This is an optimization exercise on Yosys and OpenROAD, whose aim is small area and a short achievable clock period, not a production implementation.
No run shown here included a check of the RTL's function; only the layout flow was run.
No activity file was given, so power comes from the tool's default toggle rates.

==> flow/design.v <==
package wts_timing_pkg;
	localparam int NUM_CH    = 5;   
	localparam int NUM_SLOTS = 6;   
	localparam int CPU_SLOT  = 5;   
	localparam int SLOT_W    = 3;   
endpackage
package wts_wave_pkg;
	localparam int SAMPLE_W = 8;               
	localparam int PHASE_W  = 5;               
	localparam int ID_W     = 3;               
	localparam int RAM_AW   = ID_W + PHASE_W;  
	localparam int VOL_W    = 4;    
	localparam int FREQ_W   = 12;   
	localparam int OUT_W    = 12;
	localparam int OUT_MID  = 2048;  
	function automatic logic [15:0] add16(input logic [15:0] a, input logic [15:0] b, input logic cin);
		logic [15:0] p, g, gg, pp, gn, pn;
		p = a ^ b;
		g = a & b;
		g[0] = g[0] | (p[0] & cin);
		gg = g;
		pp = p;
		for (int d = 1; d < 16; d = d * 2) begin
			gn = gg;
			pn = pp;
			for (int i = d; i < 16; i++) begin
				gn[i] = gg[i] | (pp[i] & gg[i-d]);
				pn[i] = pp[i] & pp[i-d];
			end
			gg = gn;
			pp = pn;
		end
		add16 = p ^ {gg[14:0], cin};
	endfunction
endpackage
`timescale 1ns/1ps
module wts_slot_arbiter (
	input  logic                               clk,
	input  logic                               nreset,
	input  logic [wts_wave_pkg::PHASE_W-1:0]   phase_addr_next,
	input  logic [wts_wave_pkg::RAM_AW-1:0]    cpu_addr_next,
	input  logic                               write_pending,
	output logic [wts_timing_pkg::SLOT_W-1:0]  slot,
	output logic [wts_timing_pkg::SLOT_W-1:0]  slot_next,
	output logic                               cpu_grant,
	output logic [wts_wave_pkg::RAM_AW-1:0]    rd_addr_next,
	output logic                               ram_we,
	output logic                               play_valid,
	output logic [wts_timing_pkg::SLOT_W-1:0]  play_channel
);
	assign slot_next = !nreset ? '0
		: (slot == wts_timing_pkg::SLOT_W'(wts_timing_pkg::NUM_SLOTS - 1)) ? '0
		: slot + 1'b1;
	always_ff @(posedge clk) begin
		slot <= slot_next;
	end
	assign cpu_grant = (slot == wts_timing_pkg::SLOT_W'(wts_timing_pkg::CPU_SLOT));
	assign rd_addr_next = (slot_next == wts_timing_pkg::SLOT_W'(wts_timing_pkg::CPU_SLOT)) ? cpu_addr_next
		: {slot_next[wts_wave_pkg::ID_W-1:0], phase_addr_next};
	assign ram_we = cpu_grant & write_pending;
	always_ff @(posedge clk) begin
		if (!nreset) begin
			play_valid   <= 1'b0;
			play_channel <= '0;
		end else begin
			play_valid   <= ~cpu_grant;
			play_channel <= slot;
		end
	end
endmodule
`timescale 1ns/1ps
module wts_cpu_port (
	input  logic                                clk,
	input  logic                                nreset,
	input  logic [wts_wave_pkg::ID_W-1:0]       sram_id,
	input  logic [wts_wave_pkg::PHASE_W-1:0]    sram_a,
	input  logic [wts_wave_pkg::SAMPLE_W-1:0]   sram_d,
	input  logic                                sram_oe,
	input  logic                                sram_we,
	input  logic                                cpu_grant,
	input  logic [wts_wave_pkg::SAMPLE_W-1:0]   ram_q,
	output logic [wts_wave_pkg::RAM_AW-1:0]     cpu_addr,
	output logic [wts_wave_pkg::RAM_AW-1:0]     cpu_addr_next,
	output logic [wts_wave_pkg::SAMPLE_W-1:0]   cpu_data,
	output logic                                write_pending,
	output logic [wts_wave_pkg::SAMPLE_W-1:0]   sram_q,
	output logic                                sram_q_en
);
	logic                              read_pending;
	logic [wts_wave_pkg::ID_W-1:0]     req_id;
	logic [wts_wave_pkg::PHASE_W-1:0]  req_a;
	logic                              strobe;
	assign strobe = sram_oe | sram_we;
	always_ff @(posedge clk) begin
		if (strobe) begin
			req_id   <= sram_id;
			req_a    <= sram_a;
			cpu_data <= sram_d;
		end
	end
	always_ff @(posedge clk) begin
		if (!nreset) begin
			read_pending  <= 1'b0;
			write_pending <= 1'b0;
		end else if (strobe) begin
			read_pending  <= sram_oe;
			write_pending <= sram_we;
		end else if (cpu_grant) begin
			read_pending  <= 1'b0;
			write_pending <= 1'b0;
		end
	end
	always_ff @(posedge clk) begin
		if (!nreset) begin
			sram_q_en <= 1'b0;
		end else begin
			sram_q_en <= cpu_grant & read_pending;
		end
	end
	assign cpu_addr      = {req_id, req_a};
	assign cpu_addr_next = strobe ? {sram_id, sram_a} : {req_id, req_a};
	assign sram_q   = ram_q;   
endmodule
`timescale 1ns/1ps
module wts_tone_generator (
	input  logic                              clk,
	input  logic                              nreset,
	input  logic [wts_timing_pkg::SLOT_W-1:0] slot,
	input  logic [wts_timing_pkg::SLOT_W-1:0] slot_next,
	input  logic [wts_timing_pkg::NUM_CH-1:0] key_on,
	input  logic [wts_timing_pkg::NUM_CH*wts_wave_pkg::FREQ_W-1:0] reg_frequency_count,   
	output logic [wts_wave_pkg::PHASE_W-1:0]  phase_addr_next
);
	localparam int NS = wts_timing_pkg::NUM_SLOTS;
	logic [wts_wave_pkg::PHASE_W-1:0] phase [NS];
	logic [wts_wave_pkg::FREQ_W-1:0]  count [NS];
	logic                             update_en;
	logic                             key;
	logic [wts_wave_pkg::FREQ_W-1:0]  freq;
	logic [wts_wave_pkg::PHASE_W-1:0] phase_upd;
	logic [wts_wave_pkg::FREQ_W-1:0]  count_upd;
	assign update_en = (slot < wts_timing_pkg::SLOT_W'(wts_timing_pkg::NUM_CH));
	assign key       = update_en && key_on[slot];
	assign freq      = reg_frequency_count[slot*wts_wave_pkg::FREQ_W +: wts_wave_pkg::FREQ_W];
	always_comb begin
		phase_upd = phase[0];
		count_upd = count[0];
		if (key) begin
			phase_upd = '0;   
			count_upd = freq;
		end else if (update_en) begin
			if (count[0] == '0) begin
				count_upd = freq;
				phase_upd = phase[0] + 1'b1;   
			end else begin
				count_upd = wts_wave_pkg::FREQ_W'(wts_wave_pkg::add16(16'(count[0]), 16'hffff, 1'b0));
			end
		end
	end
	always_ff @(posedge clk) begin
		for (int i = 0; i < NS - 1; i++) begin
			phase[i] <= nreset ? phase[i+1] : '0;
			count[i] <= nreset ? count[i+1] : '0;
		end
		phase[NS-1] <= phase_upd;
		count[NS-1] <= count_upd;
	end
	assign phase_addr_next = (nreset && slot_next < wts_timing_pkg::SLOT_W'(wts_timing_pkg::NUM_CH))
		? phase[1] : '0;
endmodule
`timescale 1ns/1ps
module wts_wave_ram (
	input  logic                              clk,
	input  logic [wts_wave_pkg::RAM_AW-1:0]   rd_addr_next,   
	input  logic                              ram_we,         
	input  logic [wts_wave_pkg::RAM_AW-1:0]   wr_addr,        
	input  logic [wts_wave_pkg::SAMPLE_W-1:0] ram_wdata,
	output logic [wts_wave_pkg::SAMPLE_W-1:0] ram_q
);
	localparam int AW        = wts_wave_pkg::RAM_AW;
	localparam int DW        = wts_wave_pkg::SAMPLE_W;
	localparam int DEPTH     = 2**AW;
	localparam int HW        = AW / 2;
	localparam int HN        = 2**HW;
	localparam int PORT_STEP = 6;   
	localparam int NPORT     = (DEPTH + PORT_STEP - 1) / PORT_STEP;
	logic [DEPTH*DW-1:0] ring;        
	logic [AW-1:0]       rot;         
	logic [HN-1:0]       rd_sel_lo;   
	logic [HN-1:0]       rd_sel_hi;
	logic [AW-1:0]       rd_pos;      
	logic                rd_fwd;      
	logic [AW-1:0]       wb_cnt;      
	logic [AW-1:0]       wb_addr;
	logic [DW-1:0]       wb_data;
	logic                wb_valid;
	logic [NPORT-1:0]    port_en;
	logic                wb_commit;
	logic [AW-1:0]       rd_pos_next;
	always_comb begin
		for (int j = 0; j < NPORT; j++) begin
			port_en[j] = wb_valid && (wb_cnt == AW'(j * PORT_STEP + 2));
		end
	end
	assign wb_commit = |port_en;
	always_ff @(posedge clk) begin
		for (int i = 0; i < DEPTH; i++) begin
			if ((i % PORT_STEP) == 0 && port_en[i / PORT_STEP]) begin
				ring[i*DW +: DW] <= wb_data;
			end else begin
				ring[i*DW +: DW] <= ring[((i + 1) % DEPTH)*DW +: DW];
			end
		end
	end
	assign rd_pos_next = AW'(wts_wave_pkg::add16(16'(rd_addr_next), 16'(~rot), 1'b0));
	always_comb begin
		rd_pos = '0;
		for (int k = 0; k < HN; k++) begin
			if (rd_sel_lo[k]) rd_pos[HW-1:0]  = rd_pos[HW-1:0] | HW'(k);
			if (rd_sel_hi[k]) rd_pos[AW-1:HW] = rd_pos[AW-1:HW] | HW'(k);
		end
	end
	always_ff @(posedge clk) begin
		rot <= AW'(wts_wave_pkg::add16(16'(rot), 16'd1, 1'b0));
		if (ram_we) begin
			wb_cnt   <= rd_pos;
			wb_addr  <= wr_addr;
			wb_data  <= ram_wdata;
			wb_valid <= 1'b1;
			rd_fwd   <= (wr_addr == rd_addr_next);
		end else begin
			wb_cnt   <= AW'(wts_wave_pkg::add16(16'(wb_cnt), 16'hffff, 1'b0));
			wb_valid <= wb_valid && !wb_commit;
			rd_fwd   <= wb_valid && !wb_commit && (wb_addr == rd_addr_next);
		end
		for (int k = 0; k < HN; k++) begin
			rd_sel_lo[k] <= (rd_pos_next[HW-1:0] == HW'(k));
			rd_sel_hi[k] <= (rd_pos_next[AW-1:HW] == HW'(k));
		end
	end
	always_ff @(posedge clk) begin
		logic [DW-1:0] grp;
		logic [DW-1:0] rd_data;
		rd_data = '0;
		for (int j = 0; j < HN; j++) begin
			grp = '0;
			for (int k = 0; k < HN; k++) begin
				grp = grp | (ring[(j*HN + k)*DW +: DW] & {DW{rd_sel_lo[k]}});
			end
			rd_data = rd_data | (grp & {DW{rd_sel_hi[j]}});
		end
		ram_q <= rd_fwd ? wb_data : rd_data;
	end
endmodule
`timescale 1ns/1ps
module wts_channel_mixer (
	input  logic                              clk,
	input  logic                              nreset,
	input  logic                              play_valid,
	input  logic [wts_timing_pkg::SLOT_W-1:0] play_channel,
	input  logic [wts_wave_pkg::SAMPLE_W-1:0] ram_q,
	input  logic [wts_timing_pkg::NUM_CH*wts_wave_pkg::VOL_W-1:0] reg_volume,   
	input  logic [wts_timing_pkg::NUM_CH*2-1:0] reg_enable,   
	output logic [wts_wave_pkg::OUT_W-1:0]    left_out,
	output logic [wts_wave_pkg::OUT_W-1:0]    right_out
);
	localparam int SW = wts_wave_pkg::SAMPLE_W;
	localparam int VW = wts_wave_pkg::VOL_W;
	localparam int OW = wts_wave_pkg::OUT_W;
	logic [SW-1:0]   mix_q;     
	logic [SW+1:0]   mix_q3;    
	logic [VW-1:0]   mix_vl;    
	logic [VW-1:0]   mix_vr;
	logic [VW-1:0]   ch_vol;
	logic [1:0]      ch_en;
	logic [SW+1:0]   q3;
	logic [OW-1:0]   left_sum;
	logic [OW-1:0]   right_sum;
	logic [OW-1:0]   left_total;
	logic [OW-1:0]   right_total;
	function automatic logic [OW-1:0] mix_add(input logic [OW-1:0] sum, input logic [SW-1:0] q,
		input logic [SW+1:0] q3x, input logic [VW-1:0] vol);
		logic [15:0] m1, m2, m3, a, b, c, s, cy, t;
		m1 = 16'($signed(q));
		m2 = m1 << 1;
		m3 = 16'($signed(q3x));
		case (vol[1:0])
			2'd0: a = '0;
			2'd1: a = m1;
			2'd2: a = m2;
			default: a = m3;
		endcase
		case (vol[3:2])
			2'd0: b = '0;
			2'd1: b = m1 << 2;
			2'd2: b = m2 << 2;
			default: b = m3 << 2;
		endcase
		c  = {sum, 4'b0};
		s  = a ^ b ^ c;
		cy = ((a & b) | (a & c) | (b & c)) << 1;
		t  = wts_wave_pkg::add16(s, cy, 1'b0);
		mix_add = t[15:4];
	endfunction
	assign ch_vol = reg_volume[play_channel*VW +: VW];
	assign ch_en  = (nreset && play_valid) ? reg_enable[play_channel*2 +: 2] : 2'b00;
	assign q3     = (SW+2)'(wts_wave_pkg::add16(16'($signed(ram_q)), 16'($signed(ram_q)) << 1, 1'b0));
	always_ff @(posedge clk) begin
		mix_q  <= ram_q;
		mix_q3 <= q3;
		mix_vl <= ch_en[1] ? ch_vol : '0;
		mix_vr <= ch_en[0] ? ch_vol : '0;
	end
	assign left_total  = mix_add(left_sum, mix_q, mix_q3, mix_vl);
	assign right_total = mix_add(right_sum, mix_q, mix_q3, mix_vr);
	always_ff @(posedge clk) begin
		if (!nreset) begin
			left_sum  <= '0;
			right_sum <= '0;
			left_out  <= OW'(wts_wave_pkg::OUT_MID);
			right_out <= OW'(wts_wave_pkg::OUT_MID);
		end else if (play_valid) begin
			left_sum  <= left_total;
			right_sum <= right_total;
		end else begin
			left_out  <= left_total ^ OW'(wts_wave_pkg::OUT_MID);
			right_out <= right_total ^ OW'(wts_wave_pkg::OUT_MID);
			left_sum  <= '0;
			right_sum <= '0;
		end
	end
endmodule
`timescale 1ns/1ps
module wts_sound_core (
	input  logic                                clk,
	input  logic                                nreset,
	input  logic [wts_timing_pkg::NUM_CH-1:0]   key_on,
	input  logic [wts_timing_pkg::NUM_CH*wts_wave_pkg::FREQ_W-1:0] reg_frequency_count,   
	input  logic [wts_timing_pkg::NUM_CH*wts_wave_pkg::VOL_W-1:0]  reg_volume,            
	input  logic [wts_timing_pkg::NUM_CH*2-1:0]                    reg_enable,            
	input  logic [wts_wave_pkg::ID_W-1:0]       sram_id,
	input  logic [wts_wave_pkg::PHASE_W-1:0]    sram_a,
	input  logic [wts_wave_pkg::SAMPLE_W-1:0]   sram_d,
	input  logic                                sram_oe,
	input  logic                                sram_we,
	output logic [wts_wave_pkg::SAMPLE_W-1:0]   sram_q,
	output logic                                sram_q_en,
	output logic [wts_wave_pkg::OUT_W-1:0]      left_out,
	output logic [wts_wave_pkg::OUT_W-1:0]      right_out
);
	logic [wts_timing_pkg::SLOT_W-1:0]  slot;
	logic [wts_timing_pkg::SLOT_W-1:0]  slot_next;
	logic [wts_wave_pkg::RAM_AW-1:0]    rd_addr_next;
	logic [wts_wave_pkg::RAM_AW-1:0]    cpu_addr_next;
	logic                               cpu_grant;
	logic                               ram_we;
	logic [wts_wave_pkg::SAMPLE_W-1:0]  ram_q;
	logic                               play_valid;
	logic [wts_timing_pkg::SLOT_W-1:0]  play_channel;
	logic [wts_wave_pkg::PHASE_W-1:0]   phase_addr_next;
	logic [wts_wave_pkg::RAM_AW-1:0]    cpu_addr;
	logic [wts_wave_pkg::SAMPLE_W-1:0]  cpu_data;
	logic                               write_pending;
	wts_slot_arbiter u_slot_arbiter (
		.clk           (clk),
		.nreset        (nreset),
		.phase_addr_next (phase_addr_next),
		.cpu_addr_next (cpu_addr_next),
		.write_pending (write_pending),
		.slot          (slot),
		.slot_next     (slot_next),
		.cpu_grant     (cpu_grant),
		.rd_addr_next  (rd_addr_next),
		.ram_we        (ram_we),
		.play_valid    (play_valid),
		.play_channel  (play_channel)
	);
	wts_cpu_port u_cpu_port (
		.clk           (clk),
		.nreset        (nreset),
		.sram_id       (sram_id),
		.sram_a        (sram_a),
		.sram_d        (sram_d),
		.sram_oe       (sram_oe),
		.sram_we       (sram_we),
		.cpu_grant     (cpu_grant),
		.ram_q         (ram_q),
		.cpu_addr      (cpu_addr),
		.cpu_addr_next (cpu_addr_next),
		.cpu_data      (cpu_data),
		.write_pending (write_pending),
		.sram_q        (sram_q),
		.sram_q_en     (sram_q_en)
	);
	wts_tone_generator u_tone_generator (
		.clk                 (clk),
		.nreset              (nreset),
		.slot                (slot),
		.slot_next           (slot_next),
		.key_on              (key_on),
		.reg_frequency_count (reg_frequency_count),
		.phase_addr_next     (phase_addr_next)
	);
	wts_wave_ram u_wave_ram (
		.clk       (clk),
		.ram_we    (ram_we),
		.rd_addr_next (rd_addr_next),
		.wr_addr   (cpu_addr),
		.ram_wdata (cpu_data),
		.ram_q     (ram_q)
	);
	wts_channel_mixer u_channel_mixer (
		.clk          (clk),
		.nreset       (nreset),
		.play_valid   (play_valid),
		.play_channel (play_channel),
		.ram_q        (ram_q),
		.reg_volume   (reg_volume),
		.reg_enable   (reg_enable),
		.left_out     (left_out),
		.right_out    (right_out)
	);
endmodule
==> flow/run.sh <==
#!/bin/bash
# synth_recipe.tcl (not shown) runs the flow's synth.tcl, then flattens the netlist and writes it again
# the make line also repeats each setting of config.mk as NAME=value (left out here)
make -C /OpenROAD-flow-scripts/flow DESIGN_CONFIG=/design/flow/config.mk WORK_HOME=/design/flow/orfs CLKGATE_MAP_FILE= SYNTH_SCRIPT=/design/flow/synth_recipe.tcl finish
==> flow/constraint.sdc <==
create_clock -name core_clock -period 6.5 [get_ports {clk}]
set_input_delay 1.3000 -clock core_clock [delete_from_list [all_inputs] [get_ports {clk}]]
set_output_delay 1.3000 -clock core_clock [all_outputs]
set_load 0.01 [all_outputs]
==> flow/config.mk <==
export PLATFORM = sky130hd
export DESIGN_NAME = wts_sound_core
export DESIGN_NICKNAME = wts_sound_core
export VERILOG_FILES = /design/flow/design.v
export SDC_FILE = /design/flow/constraint.sdc
export NUM_CORES = 4
export LEC_CHECK = 0
export CAP_MARGIN = 20
export CORE_MARGIN = 2
export CORE_UTILIZATION = 40
export SLEW_MARGIN = 20
==> results of run 1 <==
-- worst max path at each step --
stage | start | endpoint | slack [ps] | depth (start not counted)
after detailed placement | sram_we | u_wave_ram.rd_sel_hi[11] | 1340 | 14
after global placement | sram_we | u_wave_ram.rd_sel_hi[9] | 1350 | 14
after floorplan | sram_we | u_wave_ram.rd_sel_hi[10] | 2370 | 13
after CTS | sram_we | u_wave_ram.rd_sel_hi[11] | 2180 | 14
after global routing | sram_we | u_wave_ram.rd_sel_hi[13] | 1880 | 14
final | sram_we | u_wave_ram.rd_sel_hi[11] | 2140 | 14
-- worst reg2reg max path: stages (launching register included) --
cell	delay (ps)
dfxtp_1	600
nor2b_1	520
a22o_1	270
fa_1	470
fa_1	470
a21o_1	170
a21oi_1	220
o21bai_1	130
a221oi_1	410
o21ai_1	210
o41ai_2	370
and3_1	220
nor3_1	50
-- where the power goes --
part,internal (mW),total (mW),switching (mW)
combinational,0.238,0.537,0.298
clock,7.45,13.0,5.56
sequential,14.5,14.8,0.234
total,22.2,28.3,6.09
-- layer usage --
layer	wire, um	part of all wire	global-route usage	up-vias
li1	-	-	-	19800
met1	93000	0.44	0.325	22800
met2	93500	0.45	0.359	1881
met3	15600	0.075	0.0415	384
met4	7360	0.035	0.0862	2
met5	14	0.000067	0	-
-- kinds of logic (layout without fill, tap and decap cells) --
logic type / Yosys count / after routing
AOI/OAI and AO/OA: 1285 / 1285
and+or+nand+nor: 674 / 674
other: 0 / 3
adders and majority gates: 72 / 72
muxes: 413 / 413
buffers and inverters: 385 / 665
xor gates and xnor gates: 81 / 81
DFF: 2322 / 2322
-- cells in the mapped netlist, drive strengths merged, types with 43 or more instances --
master and instances:
a221oi 437, a22o 452, a22oi 213, and2 88, buf 73, clkbuf 268
dfxtp 2290, ha 46, inv 43, mux2 374, nand2 84, nand3 64
nand4 157, nor2 155, o21ai 62, xnor2 48
-- per-stage QoR --
stage               hold slack [ps]  std cells
floorplan                       331       5232
detailed placement              335       7435
CTS                             272       7822
global route                    286       7822
finish                          271       7825
global placement                333       7434
-- cell type report --
cell class                 count  area, sq um  share of cell area
inverter                      44          165             0.00206
sequential                  2322        46900               0.583
timing repair buffer         234         2260              0.0282
clock buffer                 307         6250              0.0777
antenna                        3         7.51           0.0000934
clock inverter                80         1190              0.0148
multi-input combinational   2525        20700               0.258
tap                         2310         2890              0.0360
-- cell usage in the layout (no fill, tap or decap), drive strengths merged, types with 88 or more instances in the layout --
master / Yosys / routed
dfxtp: 2290 / 2290
a22o: 452 / 452
a221oi: 437 / 437
mux2: 374 / 374
clkbuf: 268 / 307
a22oi: 213 / 213
nand4: 157 / 157
nor2: 155 / 155
clkdlybuf4s50: 0 / 146
and2: 88 / 88
buf: 73 / 88
-- state kept, by name, summed over array words and instances (netlist names), 3 cells and up --
name and count:
u_wave_ram.ring 2048, u_tone_generator.count 72, u_tone_generator.phase 30, u_wave_ram.rd_sel_hi 16, u_wave_ram.rd_sel_lo 16, u_channel_mixer.left_out 12, u_channel_mixer.left_sum 12, u_channel_mixer.right_out 12
u_channel_mixer.right_sum 12, u_channel_mixer.mix_q3 9, u_cpu_port.cpu_data 8, u_wave_ram.ram_q 8, u_wave_ram.rot 8, u_wave_ram.wb_addr 8, u_wave_ram.wb_cnt 8, u_wave_ram.wb_data 8
u_channel_mixer.mix_q 7, u_cpu_port.req_a 5, u_channel_mixer.mix_vl 4, u_channel_mixer.mix_vr 4, u_cpu_port.req_id 3, u_slot_arbiter.play_channel 3, u_slot_arbiter.slot 3
==> summary.md, run 1 <==
| Metric | Value |
|---|---|
| Final Slew Violations | `0` |
| Worst path cell trace | `clkdlybuf4s50_1 -> nor2_2 -> mux2i_1 -> o22a_1 -> inv_1 -> ha_1 -> a21o_1 -> a21oi_1 -> o21bai_1 -> a21oi_1 -> o21bai_1 -> a21oi_1 -> xor2_1 -> nor2_1` |
| Io pins | `148` |
| R2r worst-path depth | `12` |
| Hold depth | `0` |
| Total Power | `28.3 mW` |
| Critical Path Source Type | `input pin` |
| EDFF count, synth | `32` |
| Fillers | `15200` |
| Cell count after synthesis | `5232` |
| Gr usage total | `0.233` |
| Synth Register Bits | `2322` |
| Clk_skew | `76.7 ps` |
| Core ar. | `172000 sq um` |
| XOR/XNOR Fraction of Synth Area | `0.0103` |
| Count of cell types in the netlist | `68` |
| Final setup TNS | `0 ps` |
| Largest family of logic cells by synthesized area | `compound AO/OA/AOI/OAI gates` |
| Hold Startpoint | `u_wave_ram.ring[199]` |
| Worst Hold Class | `flop to flop` |
| Skew-Pair Late Insertion Delay | `860 ps` |
| Max_cap viols | `0` |
| Minimum clock period | `4360 ps` |
| Unrepaired setup endpoints after global routing | `no` |
| Most used cell, CP | `a21oi_1` |
| Clock Sinks | `2322` |
| Die Wd | `419 um` |
| Initial Utilization | `0.402` |
| Via density | `5.74` |
| Post-CTS setup buffer count | `0` |
| Crit path kind | `input pin to flop` |
| Bufs and invs on worst path | `2` |
| Synth top area cells | `dfxtp_1 66%, mux2_2 6.1%, a22o_1 5.7%` |
| Final Core Density | `0.468` |
| Mapped Nets | `5419` |
| YS warnings | `7` |
| Final setup vio count | `0` |
| Yosys top cell by area | `dfxtp_1` |
| Worst Slack Setup Final | `2140 ps` |
| Power per cell area | `352 nW/um^2` |
| Clk pin slew, worst setup/hold paths | `60 ps` |
| Post-Synth Simple-Gate Area | `0.0520` |
| Crit path max-delay family | `compound AO/OA/AOI/OAI gates` |
| WL final | `210000 um` |
| Area Growth Syn to Fin | `16.5%` |
| Post-synthesis compound-gate area fraction | `0.153` |
| Adder-cell share of the synthesized area | `0.0159` |
| Detailed Routing Iterations Pass 1 | `6` |
| Die Footprint | `176000 sq um` |
| Mapped cell area | `69000 sq um` |
| Synth top area share | `0.664` |
| Number of global-route vias before repair | `44900` |
| Wire per inst | `26.8 um` |
| Crit path arrival time | `5030 ps` |
| CTS root buf | `clkbuf_16` |
| Reg2Reg Setup Slack | `2270 ps` |
| Initial DRC count | `4490` |
| Vias | `44900` |
| Sequential area share after synthesis | `0.678` |
| Min-Delay Endpoint | `u_wave_ram.ring[191]` |
| DRC Markers | `0` |
| GRT overflow | `0` |
| Worst path max stage delay | `560 ps` |
| Slew margin rel. | `0.207` |
| Row count | `152` |
| Reg2reg start | `u_channel_mixer.mix_vl[2]` |
| Final Hold Vio Count | `0` |
| Pleak | `31.1 nW` |
| Hold-fix buffers, CTS | `0` |
| Count of buffers from port buffering | `147` |
| DP Area | `72900 sq um` |
| H-tree levels | `4` |
| Initial antenna violation count | `5` |
| Peak supply drop | `0.000263 V` |
| Final HPWL DP | `124000 um` |
| Multiplexer share of the synthesized area | `0.0689` |
| Post-cts resize count | `0` |
| RePlAce Congestion | `0.879` |
| First-pass GRT wire length | `305000 um` |
| FMAX | `229 MHz` |
| Post-route cell area | `80400 sq um` |
| Worst setup EP type | `flop` |
| Status | `timing/DRC/antenna clean` |
| Final ANT Viol Nets | `0` |
| Layout cell share with drive strength beyond 1 | `0.155` |
| Worst Tran Pin Value | `1190 ps` |
| Synth Flop Type | `dfxtp_1` |
| Crit-path slowest cell | `nor2_2` |
| Die Ht | `419 um` |
| Syn_area_per_cell | `13.2 sq um` |
| Place WS | `1340 ps` |
| Nets | `5528` |
| CTS Buf Count | `214` |
| Crit Path Max Fanout | `9` |
| Largest net degree at the start of global routing | `96` |
| Asr flop ratio synth | `0` |
| Crit share post-route | `0.671` |
| Clock Tree Buf Depth | `3` |
| CP required | `7170 ps` |
| CTS tree | `built` |
| Critical R2R Capture | `u_channel_mixer.left_out[11]` |
==> run 2: changes to the inputs <==
--- a/flow/config.mk
+++ b/flow/config.mk
@@ -8,4 +8,5 @@
 export CAP_MARGIN = 20
 export CORE_MARGIN = 2
 export CORE_UTILIZATION = 40
+export SETUP_SLACK_MARGIN = 3.6
 export SLEW_MARGIN = 20
==> summary.md, run 2 <==
| Metric | Value |
|---|---|
| Count leader, synth | `dfxtp_1` |
| Most common cell after layout, fill and taps aside | `dfxtp_1` |
| Count of buffers from port buffering | `147` |
| Syn_area_per_cell | `13.2 sq um` |
| Area Growth Syn to Fin | `19.4%` |
| Critical Path Source Type | `flop` |
| Synth top area share | `0.664` |
| Final Hold Vio Count | `0` |
| Crit share post-route | `0.532` |
| CTS Buf Count | `218` |
| Final setup TNS | `0 ps` |
| Detailed Routing Iterations Pass 1 | `6` |
| Peak supply drop | `0.000261 V` |
| Unrepaired setup endpoints after global routing | `yes` |
| Final ANT Viol Nets | `0` |
| FMAX | `289 MHz` |
| Bufs and invs on worst path | `0` |
| YS warnings | `7` |
| First-pass GRT wire length | `310000 um` |
| Io pins | `148` |
| Non-Filler Instances | `7943` |
| Synth cell count leaders | `2290 x dfxtp_1, 452 x a22o_1, 437 x a221oi_1, 374 x mux2_2, 267 x clkbuf_1` |
| Final Slew Violations | `0` |
| Yosys top cell by area | `dfxtp_1` |
| Largest net degree at the start of global routing | `84` |
| RePlAce Congestion | `0.854` |
| Max_cap viols | `0` |
| Worst Tran Pin Value | `1120 ps` |
| CP startpoint | `u_channel_mixer.mix_vl[0]` |
| Row count | `152` |
| Final HPWL DP | `121000 um` |
| Pleak | `32.0 nW` |
| EDFF count, synth | `32` |
| Count of cell types in the netlist | `68` |
| CTS tree | `built` |
| CTS root buf | `clkbuf_16` |
| Multi-input gate area | `21500 sq um` |
| Worst path max stage delay | `530 ps` |
| Worst path cell trace | `mux2_4 -> a22o_1 -> fa_1 -> fa_2 -> a21o_1 -> a21oi_2 -> o21bai_2 -> a221oi_2 -> o21ai_2 -> o41ai_4 -> and3_1 -> nor3_1` |
| DRC Markers | `0` |
| Crit Path Max Fanout | `5` |
| Wire per inst | `27.5 um` |
| Biggest register | `u_wave_ram.ring` |
| Sequential area share after synthesis | `0.678` |
| Via density | `5.74` |
| Reg2reg start | `u_channel_mixer.mix_vl[0]` |
| Initial DRC count | `4621` |
| WP depth | `12` |
| Minimum clock period | `3460 ps` |
| Clk pin slew, worst setup/hold paths | `60 ps` |
| Die Ht | `419 um` |
| Synth Register Bits | `2322` |
| Most frequent cells in the layout | `2254 x dfxtp_1, 452 x a22o_1, 431 x a221oi_1, 365 x mux2_2, 229 x clkbuf_16` |
| R2r worst-path depth | `12` |
| Slew margin rel. | `0.249` |
| Crit path kind | `flop to flop` |
| Skew-Pair Late Insertion Delay | `860 ps` |
| Mapped Nets | `5419` |
| Critical R2R Capture | `u_channel_mixer.left_out[11]` |
| Worst setup EP type | `flop` |
| Crit path max-delay family | `compound AO/OA/AOI/OAI gates` |
| Top Registers | `u_wave_ram.ring (2048), u_tone_generator.count (72), u_tone_generator.phase (30)` |
| CP required | `7230 ps` |
| Cell count after synthesis | `5232` |
| Clock Tree Buf Depth | `3` |
| GRT overflow | `0` |
| Power per cell area | `344 nW/um^2` |
| Nets | `5629` |
| Worst Hold Class | `flop to flop` |
| Worst setup path end | `u_channel_mixer.left_out[11]` |
| Final setup vio count | `0` |
| Layout cell share with drive strength beyond 1 | `0.193` |
| Vias | `45600` |
| Flip-flop and latch area | `46900 sq um` |
| Die Wd | `419 um` |
| Crit path arrival time | `4190 ps` |
| H-tree levels | `4` |
| Status | `timing/DRC/antenna clean` |
| Number of flip-flops under the largest register name | `2048` |
| Clock Sinks | `2322` |
| Gr usage total | `0.237` |
| WL final | `218000 um` |
| Initial antenna violation count | `14` |
| Total Power | `28.3 mW` |
| Initial Utilization | `0.402` |
| Mapped cell area | `69000 sq um` |
| Die Footprint | `176000 sq um` |
| Core ar. | `172000 sq um` |
| Number of global-route vias before repair | `45700` |
| Asr flop ratio synth | `0` |
| Crit-path slowest cell | `fa_1` |
| Fillers | `15000` |
| Synth top area cells | `dfxtp_1 66%, mux2_2 6.1%, a22o_1 5.7%` |
| Hold WS | `302 ps` |
| Synth Flop Type | `dfxtp_1` |
| Reg2Reg Setup Slack | `3040 ps` |
| Clk_skew | `70.8 ps` |
| Number of instances in the placed design | `7438` |
-- run 2: cell count changes in the layout (fill, tap and decap cells not counted), sizes merged, moves of 3 or more --
cell           change
buf               +91
bufbuf             +3
bufinv             -6
clkbuf            +23
clkdlybuf4s50     -37
clkinv             +4
diode              +3
dlygate4sd2       +33
-- run 2: stage by stage --
stage / area (sq um) / setup slack [ps] / util
4_1_cts: 81500 / 3080 / 0.475
5_1_grt: 82400 / 2960 / 0.480
3_5_place_dp: 73100 / 1790 / 0.426
6_report: 82400 / 3040 / 0.480
3_3_place_gp: 73100 / 1910 / 0.426
2_1_floorplan: 69200 / 2830 / -
-- run 2: cells by family after synthesis --
logic type / after synthesis / synth area share
compound gates: 1285 / 0.153
xor+xnor: 81 / 0.0103
fa+ha+maj: 72 / 0.0159
buf+inv: 385 / 0.0217
flops: 2322 / 0.678
mux: 413 / 0.0689
simple gates: 674 / 0.0520
-- run 2: worst min path at each step --
stage,start,to,cells after the start
global route,u_wave_ram.ring[1683],u_wave_ram.ring[1675],0
detailed placement,u_wave_ram.ring[1269],u_wave_ram.ring[1261],0
floorplan,u_wave_ram.ring[22],u_wave_ram.ring[14],0
CTS,u_wave_ram.ring[51],u_wave_ram.ring[43],0
finish,u_wave_ram.ring[1819],u_wave_ram.ring[1811],0
global placement,u_wave_ram.ring[575],u_wave_ram.ring[567],0
-- run 2: what timing repair did --
action | in CTS | in global routing
pin swaps | 60 | 71
resized for setup | 165 | 76
hold buffers | 0 | 0
cloned | 3 | 4
buffers inserted | 46 | 41
endpoints found under the setup margin | 110 | 60
-- run 2: where the power goes --
part           switching, mW  total [mW]  leakage [nW]  internal, mW
Sequential             0.222        14.7          18.8          14.5
Clock                   5.57        13.0          3.64          7.38
Combinational          0.349       0.612          9.61         0.264
Total                   6.14        28.3          32.0          22.2
-- run 2: routing by layer --
layer / up-vias / routed length [um] / GRT usage
met5: - / 23 / 0
met4: 4 / 7990 / 0.0865
met3: 413 / 16700 / 0.0402
met2: 1912 / 96900 / 0.366
met1: 23200 / 96500 / 0.333
li1: 20100 / - / -
-- run 2: cell type report --
class                      instances  area share
antenna                            6    0.000182
clock buffer                     325      0.0783
clock inverter                    80      0.0115
inverter                          44     0.00202
multi-input combinational       2525       0.261
sequential                      2322       0.569
tap                             2310      0.0351
timing repair buffer             331      0.0429

==> what the ideal ports hide <==
Ports are ideal in the flow. The routed layouts listed here were re-timed in OpenROAD.
Step 1, drivers: a clkbuf_16 drives clk and a buf_2 each remaining input, both assumed.
Step 2 also shifts input and output timing later by t, the mid clock arrival at the registers, as if the neighbouring blocks saw the same clock.
Slacks: ideal ports / drivers / drivers and shift; pairs: ideal ports / drivers.
| run | t, ns | slack for setup (ns) | worst setup path after step 2 |
|---|---|---|---|
| run 1 | 0.908 | 2.141 / 2.200 / 1.292 | input to register |
| run 2 | 0.910 | 3.041 / 3.041 / 2.552 | input to register |
After both steps setup and hold are still met in every run listed. The setup slack of run 1, which loses most, moves by +0.059 ns with the drivers and by -0.849 ns with both steps.
